Background: an optimization exercise with open tools, aiming at small area, a short achievable clock period and few clock cycles. Do not read the settings as production practice.
Where RTL was checked, it was by simulation tests only, not by an equivalence proof against the original.
Power is estimated from default activity; no workload was simulated.

==> flow/design.v (excerpt) <==
module link_bridge (
    input  logic        i_clk,
    input  logic        i_rst,
    input  logic        wb_cyc_i,
    input  logic        wb_stb_i,
    input  logic        wb_we_i,
    input  logic [1:0]  wb_sel_i,
    input  logic [23:0] wb_adr_i,
    input  logic [15:0] wb_dat_i,
    input  logic        wb_burst4_i,
    input  logic        wb_burst8_i,
    output logic [15:0] wb_dat_o,
    output logic        wb_ack_o,
    output logic        wb_err_o,
    output logic        link_dir_o
);
    logic [15:0] mem [64];
    logic [2:0]  cnt;        
    logic [5:0]  nidx_q;     
    logic        novf_q;     
    logic        beat;
    logic        first;
    logic [2:0]  last;
    logic        is_last;
    logic [5:0]  idx;
    logic        in_range;
    logic [63:0] word_oh;    
    logic [15:0] rdat;
    logic [1:0]  wsel;
    logic [15:0] wdat;
    assign beat = wb_cyc_i & wb_stb_i;
    assign first = (cnt == 3'd0);
    assign last = wb_burst8_i ? 3'd7 : (wb_burst4_i ? 3'd3 : 3'd0);
    assign is_last = (cnt == last);
    assign idx = first ? wb_adr_i[5:0] : nidx_q;
    assign in_range = (wb_adr_i[23:6] == 18'd0) & (first | ~novf_q);
    always_comb begin
        rdat = 16'd0;
        for (int i = 0; i < 64; i++) begin
            word_oh[i] = in_range & (idx == 6'(i));
            rdat = rdat | (mem[i] & {16{word_oh[i]}});
        end
    end
    always_ff @(posedge i_clk) begin
        if (i_rst) begin
            cnt <= 3'd0;
            nidx_q <= 6'd0;
            novf_q <= 1'b0;
            wb_ack_o <= 1'b0;
            wb_err_o <= 1'b0;
            link_dir_o <= 1'b0;
        end else begin
            wb_ack_o <= beat & in_range;
  ...
Size: roughly 1100 flip-flops, about 68 I/O pins, ~40000 µm² of cells after synthesis.
Settings: LEC_CHECK=0, CAP_MARGIN=20, CORE_MARGIN=2, CORE_UTILIZATION=50, SETUP_SLACK_MARGIN=3.5, SLEW_MARGIN=20; clock period 6.5 ns.
run.sh (not shown) runs the stock make flow with config.mk's settings and CLKGATE_MAP_FILE= SYNTH_SCRIPT=/design/flow/synth_recipe.tcl, a recipe that flattens the netlist after the stock synthesis.
Edit:
Settings changed: CTS_BUF_LIST from default to sky130_fd_sc_hd__clkbuf_4 sky130_fd_sc_hd__clkbuf_8, CTS_CLUSTER_SIZE from default to 30, SETUP_SLACK_MARGIN 3.5 to default.
Effect: Power goes down by 5.7%; flip-flop and latch count does not change; first-iteration DRC count goes down by 11%; critical path depth goes down by 2; area after synthesis stays the same; setup slack degrades by 1.2 ns; cell area goes down by 10%; core utilization goes down by 6.5 points; fmax goes down by 26%; routed wire length goes down by 12%.
Function was not checked in any run of this note: the RTL went through the layout flow alone.


Setup of alpha:
Another version of the RTL of link_bridge (not shown whole).
Size in the first run: about 2500 cells after synthesis, roughly 1100 flip-flops.
// link_bridge
module link_bridge (
    input  logic        i_clk,
    input  logic        i_rst,
    input  logic        wb_cyc_i,
    input  logic        wb_stb_i,
    input  logic        wb_we_i,
    input  logic [1:0]  wb_sel_i,
    input  logic [23:0] wb_adr_i,
    input  logic [15:0] wb_dat_i,
    input  logic        wb_burst4_i,
    input  logic        wb_burst8_i,
    output logic [15:0] wb_dat_o,
    output logic        wb_ack_o,
    output logic        wb_err_o,
    output logic        link_dir_o
);
==> flow/config.mk <==
export PLATFORM = sky130hd
export DESIGN_NAME = link_bridge
export DESIGN_NICKNAME = link_bridge
export VERILOG_FILES = /design/flow/design.v
export SDC_FILE = /design/flow/constraint.sdc
export NUM_CORES = 4
export LEC_CHECK = 0
export CAP_MARGIN = 20
export CORE_MARGIN = 2
export CORE_UTILIZATION = 50
export CTS_CLUSTER_DIAMETER = 80
export CTS_CLUSTER_SIZE = 25
export SETUP_SLACK_MARGIN = 3.5
export SLEW_MARGIN = 20
==> flow/constraint.sdc <==
create_clock -name core_clock -period 6.5 [get_ports {i_clk}]
set_input_delay 1.3000 -clock core_clock [delete_from_list [all_inputs] [get_ports {i_clk}]]
set_output_delay 1.3000 -clock core_clock [all_outputs]
set_load 0.01 [all_outputs]
> inputs changed (alpha -> beta)
Settings: SETUP_SLACK_MARGIN changed from 3.5 to 3.0.
Findings:
- Between beta and alpha, it is beta whose transition time at the pin with the least slew margin is higher, by 360 ps.
- Met3 routed wirelength: beta < alpha
- Cell count: beta lower than alpha
- Summary of the comparison: share of power burned in combinational logic is lower in beta, relative to alpha.
- Going from alpha to beta, the wire length reported by the detailed router was found to have gone down by 13000 µm.
- beta vs alpha: area taken by multi-input logic gates down
- Post-placement setup slack: lower on alpha
- The post-CTS setup buffer count of beta is lower than that of alpha.
No functional check of the RTL was part of any run of this note.


Another version of the RTL of link_bridge (not shown whole).
For scale: ~2300 cells after synthesis, ~1100 flip-flops, about 68 I/O pins, about 40000 sq um of cells after synthesis.
make LEC_CHECK=0 CAP_MARGIN=20 CORE_MARGIN=2 CORE_UTILIZATION=75 CTS_CLUSTER_DIAMETER=80 CTS_CLUSTER_SIZE=25 PLACE_DENSITY=0.85 SETUP_SLACK_MARGIN=4.3 SLEW_MARGIN=20 finish   # period 6.5 ns
The starting point ran to the end with no violations.
Testbench counts at the start, summed over its fixed seeds: cycles 15,650.
Then changed:
==> flow/flow/run.sh (new file) <==
#!/bin/bash
# The standard layout, with the port buffers made of plain buffers (which
# timing repair can resize) instead of delay cells.
set -euo pipefail
bash standard.sh synth > synth.log 2>&1
bash standard.sh finish 'BUFFER_PORTS_ARGS=-buffer_cell sky130_fd_sc_hd__buf_2' > layout.log 2>&1
==> flow/standard.sh (new file) <==
#!/bin/bash
# synth_recipe.tcl (not shown) runs the flow's synth.tcl, then flattens the netlist and writes it again
# the make line also repeats each setting of config.mk as NAME=value (left out here)
make -C /OpenROAD-flow-scripts/flow DESIGN_CONFIG=/design/flow/config.mk WORK_HOME=/design/flow/orfs CLKGATE_MAP_FILE= SYNTH_SCRIPT=/design/flow/synth_recipe.tcl "${@:-finish}"
- CORE_UTILIZATION: 75 -> 50
- PLACE_DENSITY: 0.85 -> unset
- SETUP_SLACK_MARGIN: 4.3 -> 4.1
removed: flow/run.sh
Power stays flat. Via count is lower by 6.4%. Design area barely changes. Clock skew climbs by 0.016 ns. Utilization decreases by 27 points.
Then changed:
- CORE_UTILIZATION: 50 -> 60
- SETUP_SLACK_MARGIN: 4.1 -> 4.3
Outcome:
- via count stays flat
- setup slack loses 0.042 ns
- routed wire length is about the same
- global-route usage increases by 5.3 points
- count of clock-buffer cells in the layout came out higher by 3
- combinational power barely changes
- area after synthesis does not change


Another version of the RTL of link_bridge (not shown whole).
Size in the first run: roughly 2500 cells after synthesis, roughly 1100 flip-flops, roughly 68 I/O pins.
Settings: LEC_CHECK=0, CAP_MARGIN=20, CORE_MARGIN=2, CORE_UTILIZATION=50, CTS_CLUSTER_DIAMETER=80, CTS_CLUSTER_SIZE=25, SETUP_SLACK_MARGIN=4.1, SLEW_MARGIN=20; clock period 6.5 ns.
standard.sh (not shown) runs the stock make flow with config.mk's settings and CLKGATE_MAP_FILE= SYNTH_SCRIPT=/design/flow/synth_recipe.tcl, a recipe that flattens the netlist after the stock synthesis.
==> flow/flow/run.sh <==
#!/bin/bash
# The standard layout, with the port buffers made of plain buffers (which
# timing repair can resize) instead of delay cells.
set -euo pipefail
bash standard.sh synth > synth.log 2>&1
bash standard.sh finish 'BUFFER_PORTS_ARGS=-buffer_cell sky130_fd_sc_hd__buf_2' > layout.log 2>&1
Next try:
==> flow/run.sh (new file) <==
#!/bin/bash
# synth_recipe.tcl (not shown) runs the flow's synth.tcl, then flattens the netlist and writes it again
# the make line also repeats each setting of config.mk as NAME=value (left out here)
make -C /OpenROAD-flow-scripts/flow DESIGN_CONFIG=/design/flow/config.mk WORK_HOME=/design/flow/orfs CLKGATE_MAP_FILE= SYNTH_SCRIPT=/design/flow/synth_recipe.tcl finish
removed: flow/flow/run.sh
removed: flow/standard.sh
Outcome: The changed run passed the timing, design-rule and antenna checks. Total power fell by 0.70%. Final area rose by 1.2%. Count of clock-buffer cells in the layout fell by 2. Fmax rose by 1.4%.
No functional check of the RTL was part of any run of this note.


Setup of run A:
Another version of the RTL of link_bridge (not shown whole).
Size: roughly 68 I/O pins.
Settings: LEC_CHECK=0, CAP_MARGIN=20, CORE_MARGIN=2, CORE_UTILIZATION=50, CTS_CLUSTER_DIAMETER=80, CTS_CLUSTER_SIZE=25, SETUP_SLACK_MARGIN=3.9, SLEW_MARGIN=20; clock period 6.5 ns.
==> flow/flow/run.sh <==
#!/bin/bash
# The standard layout, with the port buffers made of plain buffers (which
# timing repair can resize) instead of delay cells.
set -euo pipefail
bash standard.sh synth > synth.log 2>&1
bash standard.sh finish 'BUFFER_PORTS_ARGS=-buffer_cell sky130_fd_sc_hd__buf_2' > layout.log 2>&1
Testbench counts of run A, summed over its fixed seeds: cycles 15,650.
> inputs changed (run A -> run B)
Settings: SETUP_SLACK_MARGIN: 3.9 -> 4.1.
==> flow/run.sh (new file) <==
#!/bin/bash
# synth_recipe.tcl (not shown) runs the flow's synth.tcl, then flattens the netlist and writes it again
# the make line also repeats each setting of config.mk as NAME=value (left out here)
make -C /OpenROAD-flow-scripts/flow DESIGN_CONFIG=/design/flow/config.mk WORK_HOME=/design/flow/orfs CLKGATE_MAP_FILE= SYNTH_SCRIPT=/design/flow/synth_recipe.tcl finish
removed: flow/flow/run.sh
removed: flow/standard.sh
==> summary.txt <==
From run B to run A, cell row count did not move at all.
The final reports for run B and run A show met2 routing resource usage after global routing higher in the former.
The amount of wire on met3 after detailed routing in run A is 0.75 times that in run B.
Run B: count of clock-buffer cells in the layout 1.2% above run A
[compare] base=run A new=run B: worst IR drop on VDD went up, area of all placed cells without fillers went up, worst max-slew margin expressed relative to the limit went down, layout-stage area growth over the synthesis result went up.
Reported for run B and run A, top-level port count turned out identical to the last digit.
Source of the critical timing path = lo_q[3]: run A; source of the critical timing path = wb_dat_o[11]: run B
Setup changes, run B to run C
Settings: a change of SETUP_SLACK_MARGIN from 4.1 to 3.9.
==> summary.txt <==
- Result for run C and run B: all clean
- Looking at switching power share of the total across run C and run B, the one that comes out lower is run C.
- From run B to run C the numbers moved as follows: width of the die comparable; worst hold path stage count held steady.
- Re data arrival time at the worst-slack endpoint: run C and run B aren't equal, and the higher value belongs to run C.
- Run C ended up with lo_q[4] as its launching instance or port of the critical path; run B ended up with wb_dat_o[11].
- Min global-route met1 utilization across run C and run B: run C
- A uppermost layer routed of met5 is what run C shows, while met4 belongs to run B.
- Per the comparison of run C with run B, filler cell count in the final layout now larger, total area of multi-input combinational cells down 2.1%, count of clock-buffer cells in the layout barely changed.


== run 1 ==
link_bridge with an RTL version that a note above also has.
Size in the first run: ~2300 cells after synthesis, ~68 I/O pins, about 40000 sq um of cells after synthesis.
Settings: LEC_CHECK=0, CAP_MARGIN=20, CORE_MARGIN=2, CORE_UTILIZATION=60, CTS_CLUSTER_DIAMETER=50, CTS_CLUSTER_SIZE=16, SETUP_SLACK_MARGIN=4.3, SLEW_MARGIN=20; clock period 6.5 ns.
run.sh (not shown) runs the stock make flow with config.mk's settings and CLKGATE_MAP_FILE= SYNTH_SCRIPT=/design/flow/synth_recipe.tcl, a recipe that flattens the netlist after the stock synthesis.
Stock flow here: none of the scripts above is used.
No stage failed in run 1, and the final checks on the layout all came back clean.
Testbench counts of run 1, summed over its fixed seeds: cycles 15,650.
[inputs] run 2 vs run 1
Settings: CTS_CLUSTER_DIAMETER now 80, was 50; CTS_CLUSTER_SIZE now 25, was 16.
--- outcome ---
- Re wire length of the first global-routing pass: run 1 was higher than run 2.
- Comparing run 2 and run 1, the higher post-layout instance area was measured on run 1.
- Looking only at via count of the first global-routing pass, and setting everything else aside, the lower value of run 2 and run 1 goes to run 2.
> inputs changed (run 2 -> run 3)
Settings: changing SETUP_SLACK_MARGIN from 4.3 to 4.1; changing CORE_UTILIZATION from 60 to 50.
Results
- Diff run 3..run 2 | static power due to leakage | negligible
- The final reports for run 3 and run 2 show sequential share of layout area lower in the former.
- Looking at cell with the largest stage delay on the worst path, the sky130_fd_sc_hd__dfxtp_4 result is from run 3; the sky130_fd_sc_hd__dfxtp_2 one comes from run 2.
- Number of sequential storage elements: run 3 vs run 2 identical
- Changes observed in run 3 relative to run 2: final hold slack neither gained nor lost much, cell row count went up by 9.

what the ideal ports hide:
Ports are ideal in the flow. The routed layouts listed here were re-timed in OpenROAD.
Step 1, drivers: a clkbuf_16 drives i_clk and a buf_2 each remaining input, both assumed.
Step 2 adds t to the input delays and takes it off the output delays; t is the mean of the earliest and latest rising clock arrival at the registers after step 1. Input paths then give back, and output paths get back, about the clock's delay inside the block.
Slacks: ideal / step 1 / step 2; pairs: ideal / step 1.
run | t, ns | setup WS [ns] | worst setup path after step 2 | slew at the worst register clock pin (ns) | pins driven straight from the clock port
the first run of note 1 | 0.731 | 3.031 / 3.031 / 2.338 | input to register | 0.07 / 0.07 | 1
the second run of note 1 | 0.871 | 1.788 / 1.788 / 1.072 | input to register | 0.07 / 0.07 | 1
alpha | 0.716 | 2.851 / 2.851 / 2.231 | input to register | 0.11 / 0.11 | 1
beta | 0.708 | 2.742 / 2.742 / 2.234 | input to register | 0.11 / 0.11 | 1
the first run of note 3 | 0.694 | 4.067 / 4.002 / 3.644 | input to register | 0.10 / 0.10 | 1
the second run of note 3 | 0.696 | 4.061 / 3.993 / 3.711 | input to register | 0.10 / 0.10 | 1
the third run of note 3 | 0.694 | 4.019 / 3.951 / 3.750 | input to register | 0.10 / 0.10 | 1
the first run of note 4 | 0.714 | 3.927 / 3.927 / 3.628 | input to register | 0.11 / 0.11 | 1
the second run of note 4 | 0.702 | 3.962 / 3.962 / 3.487 | input to register | 0.11 / 0.11 | 1
run A | 0.707 | 3.844 / 3.844 / 3.543 | input to register | 0.10 / 0.10 | 1
run B | 0.706 | 4.023 / 3.957 / 3.517 | input to register | 0.11 / 0.11 | 1
run C | 0.705 | 3.797 / 3.797 / 3.364 | input to register | 0.10 / 0.10 | 1
run 1 | 0.704 | 4.083 / 4.018 / 3.671 | input to register | 0.07 / 0.07 | 1
run 2 | 0.695 | 4.082 / 4.015 / 3.673 | input to register | 0.10 / 0.10 | 1
run 3 | 0.694 | 4.075 / 4.008 / 3.537 | input to register | 0.10 / 0.10 | 1
After both steps setup and hold are still met in every run listed. The setup slack of the second run of note 1, which loses most, moves by 0.000 ns with the drivers and by -0.716 ns with both steps.
